What follows belongs to an exercise in optimizing a design on an open flow for a short achievable clock period and few clock cycles; a production flow would make more cautious choices. In this exercise RTL edits were held to simulation tests only and were not proved equivalent to the original. Power and IR drop assume default switching activity.

`design/flow/run.sh`:
```
#!/bin/bash
# synth_recipe.tcl (not shown) runs the flow's synth.tcl, then flattens the netlist and writes it again
# the make line also repeats each setting of config.mk as NAME=value (left out here)
make -C /OpenROAD-flow-scripts/flow DESIGN_CONFIG=/design/flow/config.mk WORK_HOME=/design/flow/orfs CLKGATE_MAP_FILE= SYNTH_SCRIPT=/design/flow/synth_recipe.tcl finish
```
`design/flow/config.mk`:
```
export PLATFORM = sky130hd
export DESIGN_NAME = rn_node_top
export DESIGN_NICKNAME = rn_node_top
export VERILOG_FILES = /design/flow/design.v
export SDC_FILE = /design/flow/constraint.sdc
export NUM_CORES = 4
export LEC_CHECK = 0
export CAP_MARGIN = 20
export CORE_MARGIN = 2
export CORE_UTILIZATION = 40
export SLEW_MARGIN = 20
```
`design/flow/constraint.sdc`:
```
create_clock -name core_clock -period 5.0 [get_ports {clk}]
set_input_delay 1.0000 -clock core_clock [delete_from_list [all_inputs] [get_ports {clk}]]
set_output_delay 1.0000 -clock core_clock [all_outputs]
set_load 0.01 [all_outputs]
```
`design/flow/design.v`:
```
`timescale 1ns/1ps
module rn_line_store (
    input  logic                     clk,
    input  logic                     rst_n,
    input  logic [4-1:0]   cpu_index,
    input  logic [(16 - 4)-1:0]     cpu_tag,
    input  logic [(1 + 4 + (16 - 4) + 2 + 32)-1:0] cpu_wr,
    output logic [(1 + 2 + 32)-1:0] cpu_rd,
    output logic [(16 - 4)-1:0]     victim_tag,
    input  logic [4-1:0]   snp_index,
    input  logic [(16 - 4)-1:0]     snp_tag,
    input  logic [(1 + 4 + (16 - 4) + 2 + 32)-1:0] snp_wr,
    output logic [(1 + 2 + 32)-1:0] snp_rd
);
    localparam int LINES = 1 << 4;
    logic [(16 - 4)-1:0]  tag_mem   [LINES];
    logic [32-1:0] data_mem  [LINES];
    logic [1:0]            state_mem [LINES];
    logic                   cpu_wr_en,    snp_wr_en;
    logic [4-1:0] cpu_wr_index, snp_wr_index;
    logic [(16 - 4)-1:0]   cpu_wr_tag,   snp_wr_tag;
    logic [1:0]             cpu_wr_state, snp_wr_state;
    logic [32-1:0]  cpu_wr_data,  snp_wr_data;
    assign {cpu_wr_en, cpu_wr_index, cpu_wr_tag, cpu_wr_state, cpu_wr_data} = cpu_wr;
    assign {snp_wr_en, snp_wr_index, snp_wr_tag, snp_wr_state, snp_wr_data} = snp_wr;
    assign cpu_rd = {(tag_mem[cpu_index] == cpu_tag) && (state_mem[cpu_index] != 2'd0),
                     state_mem[cpu_index], data_mem[cpu_index]};
    assign snp_rd = {(tag_mem[snp_index] == snp_tag) && (state_mem[snp_index] != 2'd0),
                     state_mem[snp_index], data_mem[snp_index]};
    assign victim_tag = tag_mem[cpu_index];
    always_ff @(posedge clk or negedge rst_n) begin
        if (!rst_n) begin
            for (int i = 0; i < LINES; i++) begin
                state_mem[i] <= 2'd0;
            end
        end else begin
            if (cpu_wr_en) begin
                state_mem[cpu_wr_index] <= cpu_wr_state;
            end
            if (snp_wr_en) begin
                state_mem[snp_wr_index] <= snp_wr_state;
            end
        end
    end
    always_ff @(posedge clk) begin
        if (cpu_wr_en) begin
            tag_mem[cpu_wr_index]  <= cpu_wr_tag;
            data_mem[cpu_wr_index] <= cpu_wr_data;
        end
        if (snp_wr_en) begin
            tag_mem[snp_wr_index]  <= snp_wr_tag;
            data_mem[snp_wr_index] <= snp_wr_data;
        end
    end
endmodule
`timescale 1ns/1ps
module rn_cpu_ctrl (
    input  logic                     clk,
    input  logic                     rst_n,
    input  logic                     cpu_req_valid,
    input  logic [48:0]              cpu_req,
    output logic                     cpu_req_ready,
    output logic                     cpu_rsp_valid,
    input  logic                     cpu_rsp_ready,
    output logic [39:0]              cpu_rsp,
    output logic                     req_out_valid,
    input  logic                     req_out_ready,
    output logic [73:0]              req_out,
    input  logic                     rsp_in_valid,
    input  logic [8:0]               rsp_in,
    input  logic                     dat_in_valid,
    input  logic [39:0]              dat_in,
    output logic [4-1:0]   cpu_index,
    output logic [(16 - 4)-1:0]     cpu_tag,
    input  logic [(1 + 2 + 32)-1:0] cpu_rd,
    input  logic [(16 - 4)-1:0]     victim_tag,
    output logic [(1 + 4 + (16 - 4) + 2 + 32)-1:0] cpu_wr
);
    localparam logic [2:0] IDLE     = 3'd0;
    localparam logic [2:0] LOOKUP   = 3'd1;
    localparam logic [2:0] SEND_WB  = 3'd2;
    localparam logic [2:0] SEND_REQ = 3'd3;
    localparam logic [2:0] WAIT_RSP = 3'd4;
    localparam logic [2:0] WAIT_DAT = 3'd5;
    localparam logic [2:0] RESPOND  = 3'd6;
    logic [2:0]            state;
    logic [2:0]            state_nxt;
    logic [48:0]           pend;
    logic [8-1:0]  txn_cnt;
    logic [8-1:0]  rsp_txn;
    logic [32-1:0] rdata;
    logic [16-1:0] wb_addr;
    logic [32-1:0] wb_data;
    logic                  req_fire;
    logic                  rsp_match;
    logic                  dat_match;
    logic                  local_hit;
    logic                  pend_read;
    logic [16-1:0] pend_addr;
    logic [32-1:0] pend_wdata;
    assign {pend_read, pend_addr, pend_wdata} = pend;
    logic                  rd_hit;
    logic [1:0]            rd_state;
    logic [32-1:0] rd_data;
    assign {rd_hit, rd_state, rd_data} = cpu_rd;
    logic                  rsp_op;
    logic [8-1:0]  rsp_id;
    logic [8-1:0]  dat_id;
    logic [32-1:0] dat_data;
    assign {rsp_op, rsp_id}   = rsp_in;
    assign {dat_id, dat_data} = dat_in;
    assign req_fire  = req_out_valid && req_out_ready;
    assign rsp_match = rsp_in_valid && (rsp_id == rsp_txn);
    assign dat_match = dat_in_valid && (dat_id == rsp_txn);
    assign local_hit = rd_hit && (pend_read || rd_state == 2'd3);
    assign cpu_index = pend_addr[4-1:0];
    assign cpu_tag   = pend_addr[16-1:4];
    assign cpu_req_ready = (state == IDLE);
    assign cpu_rsp_valid = (state == RESPOND);
    assign cpu_rsp       = {rsp_txn, rdata};
    always_comb begin
        state_nxt = state;
        case (state)
            IDLE: begin
                if (cpu_req_valid) state_nxt = LOOKUP;
            end
            LOOKUP: begin
                if (local_hit) begin
                    state_nxt = RESPOND;
                end else if (rd_state == 2'd3 && victim_tag != cpu_tag) begin
                    state_nxt = SEND_WB;
                end else begin
                    state_nxt = SEND_REQ;
                end
            end
            SEND_WB: begin
                if (req_fire) state_nxt = SEND_REQ;
            end
            SEND_REQ: begin
                if (req_fire) state_nxt = WAIT_RSP;
            end
            WAIT_RSP: begin
                if (rsp_match) begin
                    state_nxt = (rsp_op == 1'b1) ? WAIT_DAT : RESPOND;
                end
            end
            WAIT_DAT: begin
                if (dat_match) state_nxt = RESPOND;
            end
            RESPOND: begin
                if (cpu_rsp_ready) state_nxt = IDLE;
            end
            default: state_nxt = IDLE;
        endcase
    end
    always_ff @(posedge clk or negedge rst_n) begin
        if (!rst_n) begin
            state   <= IDLE;
            txn_cnt <= '0;
        end else begin
            state <= state_nxt;
            if (req_fire) txn_cnt <= txn_cnt + 1'b1;
        end
    end
    always_ff @(posedge clk) begin
        if (cpu_req_valid && cpu_req_ready) pend <= cpu_req;
        if (state == LOOKUP) begin
            wb_addr <= {victim_tag, cpu_index};
            wb_data <= rd_data;
            rdata   <= pend_read ? rd_data : pend_wdata;
            rsp_txn <= txn_cnt;
        end
        if (state == SEND_REQ && req_fire) rsp_txn <= txn_cnt;
        if (state == WAIT_DAT && dat_match && pend_read) rdata <= dat_data;
    end
    logic                  wr_en;
    logic [1:0]            wr_state;
    logic [32-1:0] wr_data;
    always_comb begin
        wr_en    = 1'b0;
        wr_state = 2'd0;
        wr_data  = '0;
        case (state)
            LOOKUP: begin
                wr_en    = local_hit && !pend_read;
                wr_state = 2'd3;
                wr_data  = pend_wdata;
            end
            SEND_WB: begin
                wr_en    = req_fire;
                wr_state = 2'd0;
            end
            WAIT_RSP: begin
                wr_en    = rsp_match && rsp_op == 1'b0 && !pend_read;
                wr_state = 2'd3;
                wr_data  = pend_wdata;
            end
            WAIT_DAT: begin
                wr_en    = dat_match;
                wr_state = pend_read ? 2'd1 : 2'd3;
                wr_data  = pend_read ? dat_data : pend_wdata;
            end
            default: wr_en = 1'b0;
        endcase
    end
    assign cpu_wr = {wr_en, cpu_index, cpu_tag, wr_state, wr_data};
    assign req_out_valid = (state == SEND_WB) || (state == SEND_REQ);
    always_comb begin
        if (state == SEND_WB) begin
            req_out = {2'd2, wb_addr, txn_cnt,
                       8'h05, 8'h00, wb_data};
        end else begin
            req_out = {pend_read ? 2'd0 : 2'd1, pend_addr, txn_cnt,
                       8'h05, 8'h00, {32{1'b0}}};
        end
    end
endmodule
`timescale 1ns/1ps
module rn_snoop_ctrl (
    input  logic                     clk,
    input  logic                     rst_n,
    input  logic                     snp_in_valid,
    input  logic [32:0]              snp_in,
    output logic                     snp_in_ready,
    output logic                     snp_out_valid,
    input  logic                     snp_out_ready,
    output logic [58:0]              snp_out,
    output logic [4-1:0]   snp_index,
    output logic [(16 - 4)-1:0]     snp_tag,
    input  logic [(1 + 2 + 32)-1:0] snp_rd,
    output logic [(1 + 4 + (16 - 4) + 2 + 32)-1:0] snp_wr
);
    localparam logic [1:0] SNP_IDLE    = 2'd0;
    localparam logic [1:0] SNP_LOOKUP  = 2'd1;
    localparam logic [1:0] SNP_RESPOND = 2'd2;
    logic [1:0]  state;
    logic [1:0]  state_nxt;
    logic [32:0] snp_q;
    logic [1:0]  prior;
    logic        dirty;
    logic                  q_op;
    logic [16-1:0] q_addr;
    logic [8-1:0]  q_txn;
    logic [8-1:0] q_src;
    assign {q_op, q_addr, q_txn, q_src} = snp_q;
    logic                  rd_hit;
    logic [1:0]            rd_state;
    logic [32-1:0] rd_data;
    assign {rd_hit, rd_state, rd_data} = snp_rd;
    assign snp_in_ready  = (state == SNP_IDLE);
    assign snp_out_valid = (state == SNP_RESPOND);
    assign snp_index = q_addr[4-1:0];
    assign snp_tag   = q_addr[16-1:4];
    assign prior = rd_hit ? rd_state : 2'd0;
    assign dirty = (prior == 2'd3);
    always_comb begin
        state_nxt = state;
        case (state)
            SNP_IDLE: begin
                if (snp_in_valid) state_nxt = SNP_LOOKUP;
            end
            SNP_LOOKUP:  state_nxt = SNP_RESPOND;
            SNP_RESPOND: begin
                if (snp_out_ready) state_nxt = SNP_IDLE;
            end
            default: state_nxt = SNP_IDLE;
        endcase
    end
    always_ff @(posedge clk or negedge rst_n) begin
        if (!rst_n) begin
            state <= SNP_IDLE;
        end else begin
            state <= state_nxt;
        end
    end
    always_ff @(posedge clk) begin
        if (snp_in_valid && snp_in_ready) snp_q <= snp_in;
        if (state == SNP_LOOKUP) begin
            snp_out <= {dirty, prior, q_txn, 8'h05, q_src,
                        dirty ? rd_data : {32{1'b0}}};
        end
    end
    logic       wr_en;
    logic [1:0] wr_state;
    always_comb begin
        wr_en    = 1'b0;
        wr_state = 2'd0;
        if (state == SNP_LOOKUP && rd_hit) begin
            if (q_op == 1'b1) begin
                wr_en    = 1'b1;
                wr_state = 2'd0;
            end else if (dirty) begin
                wr_en    = 1'b1;
                wr_state = 2'd1;
            end
        end
    end
    assign snp_wr = {wr_en, snp_index, snp_tag, wr_state, rd_data};
endmodule
`timescale 1ns/1ps
module rn_node_top (
    input  logic        clk,
    input  logic        rst_n,
    input  logic        cpu_req_valid,
    input  logic [48:0] cpu_req,         
    output logic        cpu_req_ready,
    output logic        cpu_rsp_valid,
    input  logic        cpu_rsp_ready,
    output logic [39:0] cpu_rsp,         
    output logic        req_out_valid,
    input  logic        req_out_ready,
    output logic [73:0] req_out,         
    input  logic        rsp_in_valid,
    input  logic [8:0]  rsp_in,          
    input  logic        dat_in_valid,
    input  logic [39:0] dat_in,          
    input  logic        snp_in_valid,
    input  logic [32:0] snp_in,          
    output logic        snp_in_ready,
    output logic        snp_out_valid,
    input  logic        snp_out_ready,
    output logic [58:0] snp_out          
);
    logic [4-1:0]   cpu_index;
    logic [(16 - 4)-1:0]     cpu_tag;
    logic [(16 - 4)-1:0]     victim_tag;
    logic [(1 + 2 + 32)-1:0] cpu_rd;
    logic [(1 + 4 + (16 - 4) + 2 + 32)-1:0] cpu_wr;
    logic [4-1:0]   snp_index;
    logic [(16 - 4)-1:0]     snp_tag;
    logic [(1 + 2 + 32)-1:0] snp_rd;
    logic [(1 + 4 + (16 - 4) + 2 + 32)-1:0] snp_wr;
    rn_cpu_ctrl u_cpu_ctrl (
        .clk           (clk),
        .rst_n         (rst_n),
        .cpu_req_valid (cpu_req_valid),
        .cpu_req       (cpu_req),
        .cpu_req_ready (cpu_req_ready),
        .cpu_rsp_valid (cpu_rsp_valid),
        .cpu_rsp_ready (cpu_rsp_ready),
        .cpu_rsp       (cpu_rsp),
        .req_out_valid (req_out_valid),
        .req_out_ready (req_out_ready),
        .req_out       (req_out),
        .rsp_in_valid  (rsp_in_valid),
        .rsp_in        (rsp_in),
        .dat_in_valid  (dat_in_valid),
        .dat_in        (dat_in),
        .cpu_index     (cpu_index),
        .cpu_tag       (cpu_tag),
        .cpu_rd        (cpu_rd),
        .victim_tag    (victim_tag),
        .cpu_wr        (cpu_wr)
    );
    rn_snoop_ctrl u_snoop_ctrl (
        .clk           (clk),
        .rst_n         (rst_n),
        .snp_in_valid  (snp_in_valid),
        .snp_in        (snp_in),
        .snp_in_ready  (snp_in_ready),
        .snp_out_valid (snp_out_valid),
        .snp_out_ready (snp_out_ready),
        .snp_out       (snp_out),
        .snp_index     (snp_index),
        .snp_tag       (snp_tag),
        .snp_rd        (snp_rd),
        .snp_wr        (snp_wr)
    );
    rn_line_store u_line_store (
        .clk        (clk),
        .rst_n      (rst_n),
        .cpu_index  (cpu_index),
        .cpu_tag    (cpu_tag),
        .cpu_wr     (cpu_wr),
        .cpu_rd     (cpu_rd),
        .victim_tag (victim_tag),
        .snp_index  (snp_index),
        .snp_tag    (snp_tag),
        .snp_wr     (snp_wr),
        .snp_rd     (snp_rd)
    );
endmodule
```
==> metrics.cfg <==
[outcome]
run_status=finished clean

[sta]
worst_slew_pin_slew_ns=1.08
maxSlewHeadroom=0.283
setup_ws_ns=0.444
fmax_mhz=219
setup_tns_ns=0
rsz0062_at_grt=no
clock_skew_ns=0.0318
slew_violations=0
setup_violations=0
hold_slack_ns=0.351
hold_viol=0
finalCriticalPeriod_ns=4.56
min_period_over_period=0.911

[synth]
synthSimpleGateAreaFrac=0.0823
synth_top_area_share=0.524
synth_seq_cells=978
syn_avg_cell_area_um2=13.0
yosysWarningCount=4
synth-xor-area-share=0.00909
ys.flop_type=edfxtp_1
yosysSeqAreaShare=0.549
synthArstFlopShare=0.0460
synth_compound_gate_area_share=0.0870
ys_types=81
synthMuxAreaShare=0.231
netlist_top_cells_count=925 x edfxtp_1, 623 x nor2_1, 564 x a21oi_1, 359 x mux4_2, 248 x clkbuf_1
synthAdderAreaFrac=0.000236
synth_edf_count=925
synth.area.top_cells=edfxtp_1 52%, mux4_2 15%, a21oi_1 5.3%
yosys.area.top_type=edfxtp_1
syn_inst=4063
synth_top_family_by_area=multiplexers
synth_most_common_cell=edfxtp_1
synthesis.area_um2=53000

[placed_design]
portBuffers=293
pre_cts_ws_ns=0.484
routabilityCongestion=0.882
dp_hpwl_mm=113

[floorplanning]
die_y_um=368
die_x_um=368
start_util=0.403
die_area_um2=135000
io_pins=318
core_um2=131000
num_rows=133

[global_route]
track_usage=0.265
grt_max_degree=97
overflow=0
grt_pass1_vias=36900
antenna_found_initial=6
grt_pass1_wl_mm=262

[pwr]
internal-power_mw=20.6
power_switching_mw=11.4
p_seq_frac=0.360
p_sw_frac=0.357
p_leak_nw=21.5
peakVddDrop_mv=0.313
p_clk_frac=0.261
power.total_mw=32.0
combPwrFrac=0.379
powerDensity_nw_per_um2=509

[clock_network]
cts_buffers=110
clk_path_buf_depth=3
cts_setup_buffers=0
cts_tree=built
insertion_delay_ns=0.75
htreeDepth=3
cts_sinks=978
post_cts_resized=0
clk_pin_slew_ns=0.06
root_buffer=clkbuf_16
hold_buffers=0

[cells_and_area]
drive_gt1_frac=0.246
n_fill_cell=11500
area_growth_pct=18.8
nNetsFinal=4414
fin_util=0.479
n_antenna_cell=0

[route]
wire_per_inst_um=29.7
drt_iter0_markers=4608
final_antenna_net_count=0
avgViaCountPerCell=6.10
drc_errors=0
dr.pass1.iters=8
drt-total-wl_mm=182
dr_total_vias=37300

[run]
drv_cap=0

[worst_setup_path]
crit_required_ns=5.43
start_kind=flop
worstPathArrival_ns=4.99
r2r_end=u_line_store.data_mem[1][14]
cp_max_fo=41
crit_path_top_delay_cell=dfxtp_4
crit_chain=mux4_2 > mux2i_1 > xor2_1 > a31oi_1 > a211oi_1 > buf_4 > nand4_1 > buf_4 > nand2_1 > buf_12 > nand3_1 > nand2b_4 > buf_12
critical_path_class=flop to flop
worstSetupEndpointType=flop
critical_path.max_stage_delay_ns=0.85
worstRegToRegCells=13
rrSetupSlack_ns=0.44

[min_path]
hold_class=primary input to asynchronous set/reset pin

-- per-layer routing --
metal,part of all wire,track usage,up-vias
met5,0.00012,0,-
met4,0.037,0.0954,4
met3,0.091,0.0428,384
met2,0.48,0.430,2149
met1,0.39,0.360,18800
li1,-,-,16000
-- placed cells by master, fill, tap and decap left out, drive strengths merged, types with 11 or more instances in the layout --
master / count
bufinv: 11
inv: 27
and3: 55
nor2b: 24
mux2: 237
clkdlybuf4s50: 292
a22oi: 14
nor3: 15
nand4: 12
a31oi: 14
a22o: 39
clkinv: 56
and2: 15
nand3b: 13
xnor2: 25
nand2: 133
buf: 245
edfxtp: 925
nor4: 20
nor2: 623
dfrtp: 45
mux4: 359
conb: 24
a21oi: 564
nand2b: 22
nand3: 20
mux2i: 149
clkbuf: 131
o21ai: 84
o22ai: 24
xor2: 30
-- flip-flops by register name (all words and copies together), names as in the netlist, named ones only --
signal and count:
u_line_store.data_mem 512, u_line_store.tag_mem 192, u_snoop_ctrl.snp_out 51, u_cpu_ctrl.pend 49
u_snoop_ctrl.snp_q 33, u_cpu_ctrl.rdata 32, u_cpu_ctrl.wb_data 32, u_line_store.state_mem 32
u_cpu_ctrl.wb_addr 16, u_cpu_ctrl.rsp_txn 8, u_cpu_ctrl.txn_cnt 8, u_cpu_ctrl.state 3
u_snoop_ctrl.state 2
-- stage by stage --
stage,std cells,instance area [µm²]
2_1_floorplan,4085,53100
3_3_place_gp,5916,59300
3_5_place_dp,5916,59300
4_1_cts,6123,63000
5_1_grt,6123,63000
6_report,6123,63000
-- cell families after synthesis --
kind of cell	Yosys count
AO/OA/AOI/OAI	819
XOR/XNOR	55
adder cells (fa/ha/maj)	1
buffers and inverters	483
flip-flops	978
multiplexers	745
other	2
AND/OR/NAND/NOR	980
-- power groups by stage --
stage	clock (mW)	sequential [mW]	combinational, mW
floorplan	0	11.2	8.15
global placement	0	11.7	11.9
global route	8.77	11.6	13.1
finish	8.36	11.5	12.1
CTS	8.48	11.5	12.2
detailed placement	0	11.7	12.1
-- worst max-delay path, delay by kind of cell (launching register included) --
family | cells | cell delay [ns]
flops | 1 | 0.85
buf+inv | 4 | 0.76
simple gates | 4 | 0.66
compound gates | 2 | 0.75
xor+xnor | 1 | 0.28
mux | 2 | 0.85
-- how the worst max path moves through the flow --
stage / slack (ns) / start / endpoint / cells after the start
5_1_grt: 0.30 / flop / u_line_store.data_mem[1][14] / 14
6_report: 0.44 / flop / u_line_store.data_mem[1][14] / 13
4_1_cts: 0.46 / flop / u_line_store.data_mem[1][14] / 13
3_3_place_gp: 0.44 / flop / u_line_store.data_mem[4][2] / 13
3_5_place_dp: 0.48 / flop / u_line_store.tag_mem[4][4] / 13
2_1_floorplan: 0.58 / u_cpu_ctrl.state[2] / u_line_store.data_mem[1][0] / 9
-- area by class of cell --
class | instances | area [µm²] | share of cell area
well taps | 1755 | 2200 | 0.0349
multi-input cells | 2624 | 22100 | 0.351
clock buffers | 131 | 2970 | 0.0471
inverters | 22 | 83.8 | 0.00133
clock inverters | 76 | 712 | 0.0113
flip-flops and latches | 978 | 29100 | 0.462
repair buffers | 537 | 5820 | 0.0925
Testbench counts, summed over its fixed seeds: cycles 106,153.

## afterwards: timing with drivers on the ports
No port has a modelled driver above. Below, the same layout with a new extraction and two added sets of constraints.
Step 1 (the two cells are an assumption about what drives the block):
set clk [get_ports {clk}]
set_driving_cell -lib_cell sky130_fd_sc_hd__clkbuf_16 $clk
set_driving_cell -lib_cell sky130_fd_sc_hd__buf_2 [delete_from_list [all_inputs] $clk]
Step 2 adds t to the input delays and takes it off the output delays; t is the mean of the earliest and latest rising clock arrival at the registers after step 1. Input paths then give back, and output paths get back, about the clock's delay inside the block.
a / b / c = no drivers / after step 1 / after step 2; a / b = the first two.
shift t [ns]: 0.805
setup slack, ns: 0.444 / 0.444 / 0.444
hold WS [ns]: 0.351 / 0.298 / 0.418
worst setup path after step 2: register to register
After both steps setup and hold are still met in this run. For this run, drivers alone change the setup slack by 0.000 ns; drivers and shift together by 0.000 ns.
